Source: an optimization exercise on an open RTL-to-GDS flow (aim: small area, a short achievable clock period and few clock cycles). Production flows keep margins and buffers that such runs may drop.
In this exercise RTL edits were held to simulation tests only and were not proved equivalent to the original.
Power figures rest on the tool's default switching activity, not on a simulated workload.

## flow/design.v (module list and top-level ports; edited modules follow where they fit)
// module mod509_reduce: 35 lines
// module fast_add: 36 lines
// module fast_gt: 26 lines
// module inv_table: 919 lines
// module series_sorter: 33 lines
// module sp_top: 144 lines
module sp_top
(
	input  logic         clk,
	input  logic         rst_n,
	input  sp_pkg::series_beat_t in_beat,
	input  sp_pkg::sp_mode_t     in_mode,
	output sp_pkg::series_beat_t out_beat
);
  // ...
==> flow/flow/run.sh <==
#!/bin/bash
# Layout: the standard flow (standard.sh) with two changes to how the
# layout is made; the SDC, so the clock period and I/O constraints, is
# the standard flow's own and unchanged.
#  1. Synthesis is the standard script except that the inverse table and
#     the two output adders (modules inv_table, fast_add) are mapped by ABC
#     for area (flow/lut_area.script) before the standard ABC call maps the
#     rest. Registers are untouched.
#  2. ORFS's timing repair aims at slack beyond the design's period, so
#     that it sizes up the longest paths.
# Usage: bash flow/run.sh [make target]   (default finish)
set -euo pipefail
here=$(pwd)
target=${1:-finish}

# synthesis script: synth_recipe.tcl sourcing a copy of ORFS's synth.tcl
# with one extra ABC call for those modules
sed "/^ *log_cmd abc {\*}\$abc_args/i\\
  log_cmd abc -script $here/flow/lut_area.script {*}[lrange \$abc_args 2 end] inv_table fast_add" \
  "$FLOW_HOME/scripts/synth.tcl" > "$here/synth_lut.tcl"
grep -q "lut_area.script" "$here/synth_lut.tcl"
sed "s#\$::env(SCRIPTS_DIR)/synth.tcl#$here/synth_lut.tcl#" "$here/synth_recipe.tcl" > "$here/synth_recipe_lut.tcl"
grep -q "synth_lut.tcl" "$here/synth_recipe_lut.tcl"

# run the synth target with that script, then the standard flow on top
make_cmd=$(grep -m1 '^make -C' "$here/standard.sh" | sed -e "s#SYNTH_SCRIPT=[^ ]*#SYNTH_SCRIPT=$here/synth_recipe_lut.tcl#" -e 's#"\${@:-finish}"##')
eval "$make_cmd synth" > "$here/synth_lut.log" 2>&1

export SETUP_SLACK_MARGIN=6.7
bash "$here/standard.sh" "$target" > "$here/standard.log" 2>&1
==> flow/flow/lut_area.script <==
strash
&get -n
&dch -f
&nf -R 1000
&put
==> flow/standard.sh <==
#!/bin/bash
# synth_recipe.tcl (not shown) runs the flow's synth.tcl, then flattens the netlist and writes it again
# the make line also repeats each setting of config.mk as NAME=value (left out here)
make -C /OpenROAD-flow-scripts/flow DESIGN_CONFIG=/design/flow/config.mk WORK_HOME=/design/flow/orfs CLKGATE_MAP_FILE= SYNTH_SCRIPT=/design/flow/synth_recipe.tcl "${@:-finish}"
==> flow/config.mk <==
export PLATFORM = sky130hd
export DESIGN_NAME = sp_top
export DESIGN_NICKNAME = sp_top
export VERILOG_FILES = /design/flow/design.v
export SDC_FILE = /design/flow/constraint.sdc
export NUM_CORES = 4
export LEC_CHECK = 0
export CAP_MARGIN = 20
export CORE_MARGIN = 2
export CORE_UTILIZATION = 40
export SLEW_MARGIN = 20
export SYNTH_HIERARCHICAL = 1
==> flow/constraint.sdc <==
create_clock -name core_clock -period 10.0 [get_ports {clk}]
set_input_delay 2.0000 -clock core_clock [delete_from_list [all_inputs] [get_ports {clk}]]
set_output_delay 2.0000 -clock core_clock [all_outputs]
set_load 0.01 [all_outputs]
==> run_results.csv, run 1 <==
group,metric,value,unit
run_status,outcome,"timing/DRC/antenna clean",
layout,multi_input_area_share,0.511,
power_and_ir_drop,leakage,0.00520,uW
timing,skew,0.0117,ns
layout,fill_cells,2513,
timing,maxSlewHeadroom,0.421,
detailed_routing,vias,10400,
floorplan,core-area,26700,um2
power_and_ir_drop,clk-power,655,uW
floorplan,rows,60,
global_routing,grt_max_degree,57,
layout,syn_to_final_growth,19.5,%
hold_path,hold_end,"a[1][0]",
place,placed_cell_area,11500,um2
global_routing,track_usage,0.284,
timing,final-hold-violation-count,0,
detailed_routing,via_per_inst,6.41,
power_and_ir_drop,power,4460,uW
timing,tns,0,ns
synth,synth_top_family_by_area,"simple AND/OR/NAND/NOR gates",
layout,multi_input_cells,930,
timing,timing.hold.ws,0.411,ns
synth,syn-cell-area,10800,um2
clock_tree,numCtsBuffers,17,
setup_path,path_cells,"clkdlybuf4s50_1, and3_1, nand3_1, xor2_1, and2_2, o31ai_4",
synth,synth_seq_cells,152,
synth,synth-async-reset-ratio,0.0658,
clock_tree,clk_latency,0.42,ns
synth,synth_edf_count,97,
setup_path,cp_slowest_cell,"clkdlybuf4s50_1",
layout,buffer_area_frac,0.0656,
global_routing,grt_pass1_vias,9694,
setup_path,r2r_start,"sort_inst.ent[4][7]",
setup_path,r2r_cells,12,
setup_path,startpoint,"in_beat[4]",
synth,synth_top_cell_by_area,"edfxtp_1",
layout,seqCellArea,4100,um2
setup_path,crit_fanout,4,
layout,final_common_cell,"nand2_1",
timing,finalCritPeriodShare,0.327,
setup_path,cp-end-kind,"flip-flop",
clock_tree,h-tree-depth,4,
synth,syn_nets,1281,
Testbench counts, summed over its fixed seeds: cycles 6,624.
==> inputs of run 2 (changes only) <==
--- a/flow/flow/run.sh
+++ b/flow/flow/run.sh
@@ -27,4 +27,4 @@
 eval "$make_cmd synth" > "$here/synth_lut.log" 2>&1
 
-export SETUP_SLACK_MARGIN=6.7
+export SETUP_SLACK_MARGIN=6.8
 bash "$here/standard.sh" "$target" > "$here/standard.log" 2>&1
--- a/flow/config.mk
+++ b/flow/config.mk
@@ -9,4 +9,5 @@
 export CORE_MARGIN = 2
 export CORE_UTILIZATION = 40
+export PLACE_DENSITY = 0.45
 export SLEW_MARGIN = 20
 export SYNTH_HIERARCHICAL = 1
==> run 2 against run 1 <==
Compared with the run above: count of clock-buffer cells in the layout down 1; sequential share of layout area fell by 1.4 points; routed wire length rose by 6.1%; critical path type is now flip-flop to flip-flop; largest cell class unchanged.
==> run_results.csv, run 2 <==
group,metric,value,unit
run_status,outcome,"timing/DRC/antenna clean",
clock_tree,h-tree-depth,4,
clock_tree,root_buffer,"clkbuf_16",
flow_run,max-cap-violations,0,
synth,syn-cell-area,10800,um2
setup_path,required,10.32,ns
global_routing,busiest_layer,"met2",
layout,syn_to_final_growth,25.5,%
setup_path,reg2reg_slack,6.81,ns
global_routing,grt_use_met2,0.451,
timing,layout_min_cycle_time,3.19,ns
layout,finish.net_count,1403,
timing,maxSlewHeadroom,0.279,
hold_path,min_from,"a[2][1]",
timing,skew,0.0198,ns
synth,syn-instance-count,1184,
synth,yosysMostFrequentCell,"nand2_1",
global_routing,grt_pass1_wl,61700,um
place,hpwl,29100,um
hold_path,hold_depth,0,
clock_tree,clk_latency,0.44,ns
power_and_ir_drop,vdd_drop_max,0.165,mV
clock_tree,numCtsBuffers,17,
synth,avgSynthCellArea,9.10,um2
timing,rsz0062_at_grt,"true",
detailed_routing,remaining_drc_errors,0,
clock_tree,cts_num_sinks,152,
layout,regMostFlops,"a",
global_routing,use_met1,0.386,
floorplan,die_h,168,um
place,globalplace.congestion,1.03,
timing,setup_ws,6.81,ns
layout,n_antenna_cell,0,
floorplan,rows,60,
detailed_routing,postRouteAntennaNets,0,
timing,setup_viol,0,
timing,finalCritPeriodShare,0.319,
global_routing,antenna_found_initial,0,
layout,instances_no_fill,1660,
setup_path,critical_path_arrival,3.50,ns
synth,synthFlopType,"edfxtp_1",
layout,seqCellArea,4110,um2
layout,fill_cells,2530,
power_and_ir_drop,p_per_area,350,nW/um2
floorplan,die_width,168,um
setup_path,crit_fanout,5,
hold_path,hold_end,"a[3][1]",
place,dp_cells,1554,
clock_tree,clk_pin_slew,0.07,ns
setup_path,r2r_start,"sort_inst.ent[4][8]",
synth,yosysTopAreaCellShare,0.270,
floorplan,dieArea,28300,um2
synth,synth_edf_count,97,
layout,drive_gt1_frac,0.234,
setup_path,crit_type,"flip-flop to flip-flop",
detailed_routing,via_per_inst,6.28,
global_routing,grt_pass1_vias,9817,
timing,timing.hold.ws,0.418,ns
layout,reg_top3,"a: 50 flops, sort_inst.ent: 45 flops, q2: 10 flops",
timing,worst_pin_slew,1.08,ns
detailed_routing,firstDrtPassIters,10,
global_routing,track_usage,0.293,
setup_path,r2r-end,"out_d[8]",
synth,synth_top_cell_by_area,"edfxtp_1",
synth,ys_types,84,
power_and_ir_drop,leakage,0.00546,uW
setup_path,cp-end-kind,"flip-flop",
floorplan,boundaryPins,24,
detailed_routing,drt_wl_total,43500,um
synth,seq_area_frac_synth,0.377,
floorplan,core-area,26700,um2
detailed_routing,wl_per_cell,26.2,um
synth,yosys-top-cells-count,"183 x nand2_1, 97 x edfxtp_1, 84 x a21oi_1",
place,pre_cts_ws,5.95,ns
synth,synth_seq_cells,152,
timing,final-hold-violation-count,0,
global_routing,grt_remaining_overflow,0,
global_routing,use_met3,0.0722,
clock_tree,cts_tree,"built",
place,port_buffers,23,
timing,fmax,314,MHz
layout,largest_reg_flops,50,
synth,synth-async-reset-ratio,0.0658,
layout,final_cell_mix,"156 x nand2_1, 97 x edfxtp_1, 82 x a21oi_1, 76 x buf_4, 70 x inv_1",
hold_path,holdCritPathClass,"flip-flop to flip-flop",
setup_path,r2r_cells,12,
clock_tree,clockBufferDepth,2,
timing,slew_violations,0,
detailed_routing,vias,10400,
floorplan,start_util,0.403,
layout,multiInputGateArea,6860,um2
timing,tns,0,ns
synth,ys_warn_count,19,
global_routing,grt_max_degree,48,
detailed_routing,drt_iter0_markers,1296,
setup_path,start_kind,"flip-flop",
synth,syn_nets,1281,
synth,yosys-top-cells-area,"edfxtp_1 27%, ha_1 8.6%, dfxtp_1 8.4%",
layout,final_common_cell,"nand2_1",
==> run 2: cell counts after synthesis <==
Identical to the previous run, type by type.
==> run 2: worst max-delay path by stage <==
stage	from	to	slack [ns]
after floorplan	a[4][0]	out_d[8]	6.80
after global placement	nidx1[0]	q2[6]	5.93
after detailed placement	in_beat[0]	a[4][4]	5.95
after CTS	idx1[0]	q2[6]	6.76
after global routing	idx1[2]	q2[6]	6.69
final	sort_inst.ent[4][8]	out_d[8]	6.81
==> run 2: cell families after synthesis <==
logic type / share of synthesized area
buffers and inverters: 0.0399
xor gates and xnor gates: 0.0455
muxes: 0.0644
and+or+nand+nor: 0.185
other: 0.000348
adders and majority gates: 0.103
DFF: 0.377
AOI/OAI and AO/OA: 0.185
==> run 2: per-stage QoR <==
| stage | power [uW] | utilization | area (um2) |
|---|---|---|---|
| 2_1_floorplan | 2880 | - | 10800 |
| 3_3_place_gp | 3510 | 0.431 | 11500 |
| 3_5_place_dp | 3510 | 0.431 | 11500 |
| 4_1_cts | 4350 | 0.470 | 12600 |
| 5_1_grt | 5050 | 0.506 | 13500 |
| 6_report | 4730 | 0.506 | 13500 |
==> run 2: what timing repair did <==
action                                  CTS  global route
pin swaps                                 4            33
hold buffers                              0             0
cloned                                    0             6
endpoints found under the setup margin   65            34
buffers inserted                         27            41
gates resized for setup                 105           128
==> run 2: cell type report <==
cell class	count	area share
Multi-Input combinational cell	930	0.507
Timing Repair Buffer	121	0.0890
Clock buffer	17	0.0315
Sequential cell	152	0.304
Tap cell	341	0.0316
Clock inverter	15	0.0131
Inverter	84	0.0233
==> run 2: modules after synthesis (local to each module, per instance), excerpt <==
module	cells inside	flops+latches	times used
inv_table	468	0	1
fast_add	40	0	2
series_sorter	95	45	1
sp_top	321	107	1
mod509_reduce	75	0	1
==> run 2: critical path, cell delays in order, from the launching register on <==
cell,delay (ns)
edfxtp_1,0.41
ha_1,0.35
nand3_2,0.11
o22ai_1,0.08
a211o_1,0.27
o21ai_1,0.13
buf_4,0.17
mux2_4,0.34
ha_4,0.16
or4_4,0.55
nor4_4,0.27
xnor2_1,0.17
o21ai_2,0.06
==> run 2: report_power, final <==
part,switching [uW],internal (uW)
Combinational,1640,1290
Clock,319,338
Sequential,159,987
==> run 2: routing by layer <==
layer,up-vias,wire length [um]
met5,-,16
met4,2,2460
met3,186,4680
met2,693,18600
met1,4895,17700
li1,4657,-

==> what the ideal ports hide <==
In the flow no input, the clock included, has a driving cell. The finished layouts below were timed again as built, in two steps. Step 1: set_driving_cell puts a clkbuf_16 on clk and a buf_2 on each other input, an assumption about the parent block. Step 2 also shifts input and output timing later by t, the mid clock arrival at the registers, as if the neighbouring blocks saw the same clock. Slacks: ideal / step 1 / step 2; pairs: ideal / step 1.
run | t, ns | setup WS [ns] | latest minus earliest clock arrival (ns) | worst register clock-pin slew, ns
run 1 | 0.463 | 6.730 / 6.686 / 6.291 | 0.013 / 0.014 | 0.07 / 0.07
run 2 | 0.479 | 6.814 / 6.814 / 6.439 | 0.020 / 0.019 | 0.08 / 0.08
After both steps every run listed still meets setup and hold. The setup slack of run 1, which loses most, moves by -0.044 ns with the drivers and by -0.439 ns with both steps.
